This is an optimization exercise on Yosys and OpenROAD, whose aim is small area, a short achievable clock period and few clock cycles per item, not a production implementation. In this exercise RTL edits were held to simulation tests only and were not proved equivalent to the original. No activity file was given, so power comes from the tool's default toggle rates.

== run 1 ==
==> flow/design.v (excerpt) <==
module flow_proportioned_pump_timer_unit #(
    parameter int WINDOW_MS = 3600000
) (
    input  logic                        i_clk,
    input  logic                        i_rst_n,
    input  logic                        i_tick_valid,
    output logic                        o_tick_ready,
    input  logic                        i_tick,
    output logic                        o_res_valid,
    input  logic                        i_res_ready,
    output logic                        o_pump_on,
    output logic [fppt_pkg::TIME_W-1:0] o_phase_ms,
    output logic [fppt_pkg::TIME_W-1:0] o_on_time_ms,
    output logic [fppt_pkg::TIME_W-1:0] o_off_time_ms,
    output logic [fppt_pkg::CYC_W-1:0]  o_cycles_per_hour,
    output logic [fppt_pkg::MINF_W-1:0] o_min_flow,
    input  logic                        i_cfg_we,
    input  logic [0:0]                  i_cfg_idx,
    input  logic [fppt_pkg::FLOW_W-1:0] i_cfg_wdata
);
    localparam int FW = fppt_pkg::FLOW_W;
    localparam int TW = fppt_pkg::TIME_W;
    localparam logic [TW-1:0] BASE_N1  = TW'(WINDOW_MS);
    localparam logic [TW-1:0] BASE_N4  = TW'(WINDOW_MS / 4);
    localparam logic [TW-1:0] BASE_N15 = TW'(WINDOW_MS / 15);
    localparam logic [TW-1:0] BASE_N30 = TW'(WINDOW_MS / 30);
  ...
Size: roughly 240 flip-flops, about 24000 µm² of cells after synthesis.
make LEC_CHECK=0 CAP_MARGIN=5 CORE_MARGIN=2 CORE_UTILIZATION=40 PLACE_DENSITY=0.6 SETUP_SLACK_MARGIN=3.5 SLEW_MARGIN=5 finish   # period 8.0 ns
run.sh (not shown) runs the stock make flow with config.mk's settings and CLKGATE_MAP_FILE= SYNTH_SCRIPT=/design/flow/synth_recipe.tcl, a recipe that flattens the netlist after the stock synthesis.
Testbench counts of run 1, summed over its fixed seeds: cycles 4,334, updates 320.
### run 1 -> run 2
diff --git a/flow/config.mk b/flow/config.mk
--- a/flow/config.mk
+++ b/flow/config.mk
@@ -8 +8,2 @@
-export CAP_MARGIN = 5
+export ABC_AREA = 1
+export CAP_MARGIN = 20
@@ -13 +14 @@
-export SLEW_MARGIN = 5
+export SLEW_MARGIN = 20
[summary]
Synthesized cell count, run 2 vs run 1: up by more than 10%. Between run 1 and run 2, the design area is lower for run 1. Going from run 1 to run 2, utilization up 5.3 points; worst setup slack down 1080 ps; placed cell area flat.
Input changes introduced in run 3 (baseline for comparison: run 2):
diff --git a/flow/config.mk b/flow/config.mk
--- a/flow/config.mk
+++ b/flow/config.mk
@@ -8 +7,0 @@
-export ABC_AREA = 1
@@ -13 +12 @@
-export SETUP_SLACK_MARGIN = 3.5
+export SETUP_SLACK_MARGIN = 3.0
==> summary.txt <==
Run 3 reached the final stage; the timing, DRC and antenna checks on its layout passed. Relative to run 2, area occupied by multi-input gates has decreased by 0.52% in run 3. Summary — standard cell core area, run 3 relative to run 2: higher, by about 0.4%. Summary of run 3 over run 2: fraction of area in non-clock buffers down 7.3 points, share of synthesized cell area in full adder, half adder and majority cells flat, ratio of final minimum period to clock period -11 points, post-route cell area -4300 µm².
### run 3 -> run 4
diff --git a/flow/config.mk b/flow/config.mk
--- a/flow/config.mk
+++ b/flow/config.mk
@@ -10,3 +10,3 @@
-export CORE_UTILIZATION = 40
-export PLACE_DENSITY = 0.6
-export SETUP_SLACK_MARGIN = 3.0
+export CORE_UTILIZATION = 60
+export PLACE_DENSITY = 0.75
+export SETUP_SLACK_MARGIN = 3.5
## What came out
- Taking run 3 as 1.0, run 4 lands at 1.12 on combinational power.
- Placer congestion estimate: run 4 > run 3
- Compared run 4 vs run 3, and global-route usage over all layers is up in run 4.
- On run 4: clock power share is 1.1 points lower than what run 3 gave.
- Of run 4 and run 3, the run reporting the lower number of cells in the finished layout apart from fillers was run 4.
- Note that the cell area recorded for run 4 amounts to 1.05 times the value seen in run 3.

---

== build 61 ==
flow_proportioned_pump_timer_unit, a different RTL version from the one above (not shown whole).
Size in the first run: about 2800 cells after synthesis, roughly 120 I/O pins, ~24000 um^2 of cells after synthesis.
Settings: LEC_CHECK=0, CAP_MARGIN=20, CORE_MARGIN=2, CORE_UTILIZATION=40, PLACE_DENSITY=0.6, SETUP_SLACK_MARGIN=3.5, SLEW_MARGIN=20, TNS_END_PERCENT=10; clock period 8.0 ns.
standard.sh (not shown) runs the stock make flow with config.mk's settings and CLKGATE_MAP_FILE= SYNTH_SCRIPT=/design/flow/synth_recipe.tcl, a recipe that flattens the netlist after the stock synthesis.
==> flow/flow/run.sh <==
#!/bin/bash
# The standard layout, with the port buffers that ORFS inserts before global placement made of
# plain buf_2 cells (buffer_ports otherwise picks a delay cell here). Every port keeps its buffer.
set -euo pipefail
export BUFFER_PORTS_ARGS="-buffer_cell sky130_fd_sc_hd__buf_2"
bash standard.sh > standard_make.log 2>&1
Build 61 ran to completion and came out clean on the timing, DRC and antenna checks.
Testbench counts of build 61, summed over its fixed seeds: cycles 4,334, updates 320.
[inputs] build 23 vs build 61
==> flow/run.sh (new file) <==
#!/bin/bash
# synth_recipe.tcl (not shown) runs the flow's synth.tcl, then flattens the netlist and writes it again
# the make line also repeats each setting of config.mk as NAME=value (left out here)
make -C /OpenROAD-flow-scripts/flow DESIGN_CONFIG=/design/flow/config.mk WORK_HOME=/design/flow/orfs CLKGATE_MAP_FILE= SYNTH_SCRIPT=/design/flow/synth_recipe.tcl finish
diff --git a/flow/config.mk b/flow/config.mk
--- a/flow/config.mk
+++ b/flow/config.mk
@@ -12,3 +12,3 @@
 export SETUP_SLACK_MARGIN = 3.5
 export SLEW_MARGIN = 20
-export TNS_END_PERCENT = 10
+export TNS_END_PERCENT = 40
removed: flow/flow/run.sh
removed: flow/standard.sh
Results
Side by side, time the worst path needs with I/O delays and setup turned out lower in build 23 than in build 61.
On post-route fraction of the period consumed by the critical path, build 23 tracks build 61 almost exactly.
Looking at final cell count across build 23 and build 61, the one that comes out higher is build 23.
Of build 23 and build 61, the higher aggregate routed wire length belongs to build 23.
Against build 61, build 23 comes in 2.2% higher on routed metal-1 wirelength.
Build 23 against build 61: routed via count divided by cell count fell by 0.026; sum of met2 wire segment lengths after detailed routing higher.
Relative to build 23, the following input files were edited for build 93:
diff --git a/flow/config.mk b/flow/config.mk
--- a/flow/config.mk
+++ b/flow/config.mk
@@ -12,3 +12,2 @@
 export SETUP_SLACK_MARGIN = 3.5
 export SLEW_MARGIN = 20
-export TNS_END_PERCENT = 40
## What came out
Build 93: number of non-clock buffers in the layout 8.4% below build 23
In build 93 the minimum period implied by the final worst setup slack turned out 0.077 ns higher than in build 23.
Summary: smallest setup slack after layout, build 93 worse than build 23
As far as initial core utilization goes, build 93 and build 23 are indistinguishable; the numbers are identical.
In terms of storage element area, build 23 and build 93 differ only marginally.
Count of cell instances traversed by the critical path: lower on build 93

---

flow_proportioned_pump_timer_unit again, from the RTL that the note above started with.
Settings: LEC_CHECK=0, CAP_MARGIN=20, CORE_MARGIN=2, CORE_UTILIZATION=40, CTS_BUF_LIST=sky130_fd_sc_hd__clkbuf_4 sky130_fd_sc_hd__clkbuf_8, PLACE_DENSITY=0.6, SETUP_SLACK_MARGIN=3.5, SLEW_MARGIN=20, TNS_END_PERCENT=10; clock period 8.0 ns.
==> flow/flow/run.sh <==
#!/bin/bash
# The standard layout, with the port buffers that ORFS inserts before global placement made of
# plain buf_2 cells (buffer_ports otherwise picks a delay cell here). Every port keeps its buffer.
set -euo pipefail
export BUFFER_PORTS_ARGS="-buffer_cell sky130_fd_sc_hd__buf_2"
bash standard.sh > standard_make.log 2>&1
The baseline produced a clean layout.
Testbench counts at the start, summed over its fixed seeds: cycles 4,334, updates 320.
==> next run, changes <==
==> flow/run.sh (new file) <==
#!/bin/bash
# synth_recipe.tcl (not shown) runs the flow's synth.tcl, then flattens the netlist and writes it again
# the make line also repeats each setting of config.mk as NAME=value (left out here)
make -C /OpenROAD-flow-scripts/flow DESIGN_CONFIG=/design/flow/config.mk WORK_HOME=/design/flow/orfs CLKGATE_MAP_FILE= SYNTH_SCRIPT=/design/flow/synth_recipe.tcl finish
- CTS_BUF_LIST: sky130_fd_sc_hd__clkbuf_4 sky130_fd_sc_hd__clkbuf_8 -> unset
removed: flow/flow/run.sh
removed: flow/standard.sh
- maximum frequency shrinks slightly
- first-iteration DRC count grows by about a fifth
- core utilization grows by 1.7 points
- clock skew shrinks by 0.031 ns
- hold slack hardly moves
- total power grows slightly
- routed wire length grows by a few percent
- design area grows by a few percent
- global-route usage grows by 0.86 points

[separate check: timing with driven ports]
The flow's constraints put no driver on any port. The routed layouts listed below were extracted and timed again, unchanged, in two steps. Step 1 assumes that a clkbuf_16 drives the clock port and a buf_2 every other input. Step 2 times the ports against the registers' clock, not the clock port: input delays grow and output delays shrink by t, the midpoint of the rising clock arrivals with the driver on. Slacks: no drivers / after step 1 / after step 2; pairs: no drivers / after step 1.
run	shift t [ns]	setup slack, ns	worst setup path at the end
run 1	0.634	3.248 / 3.248 / 2.643	input to register
run 2	0.640	2.170 / 2.170 / 1.912	input to register
run 3	0.633	3.030 / 3.062 / 2.430	input to register
run 4	0.623	3.095 / 3.095 / 2.534	input to register
build 61	0.651	3.374 / 3.219 / 2.568	input to register
build 23	0.627	3.380 / 3.223 / 2.595	input to register
build 93	0.647	3.303 / 3.147 / 2.501	input to register
the first run of note 3	0.668	3.389 / 3.256 / 2.587	input to register
the second run of note 3	0.627	3.355 / 3.216 / 2.590	input to register
After both steps every run listed still meets setup and hold. The setup slack of build 61, which loses most, moves by -0.155 ns with the drivers and by -0.806 ns with both steps.
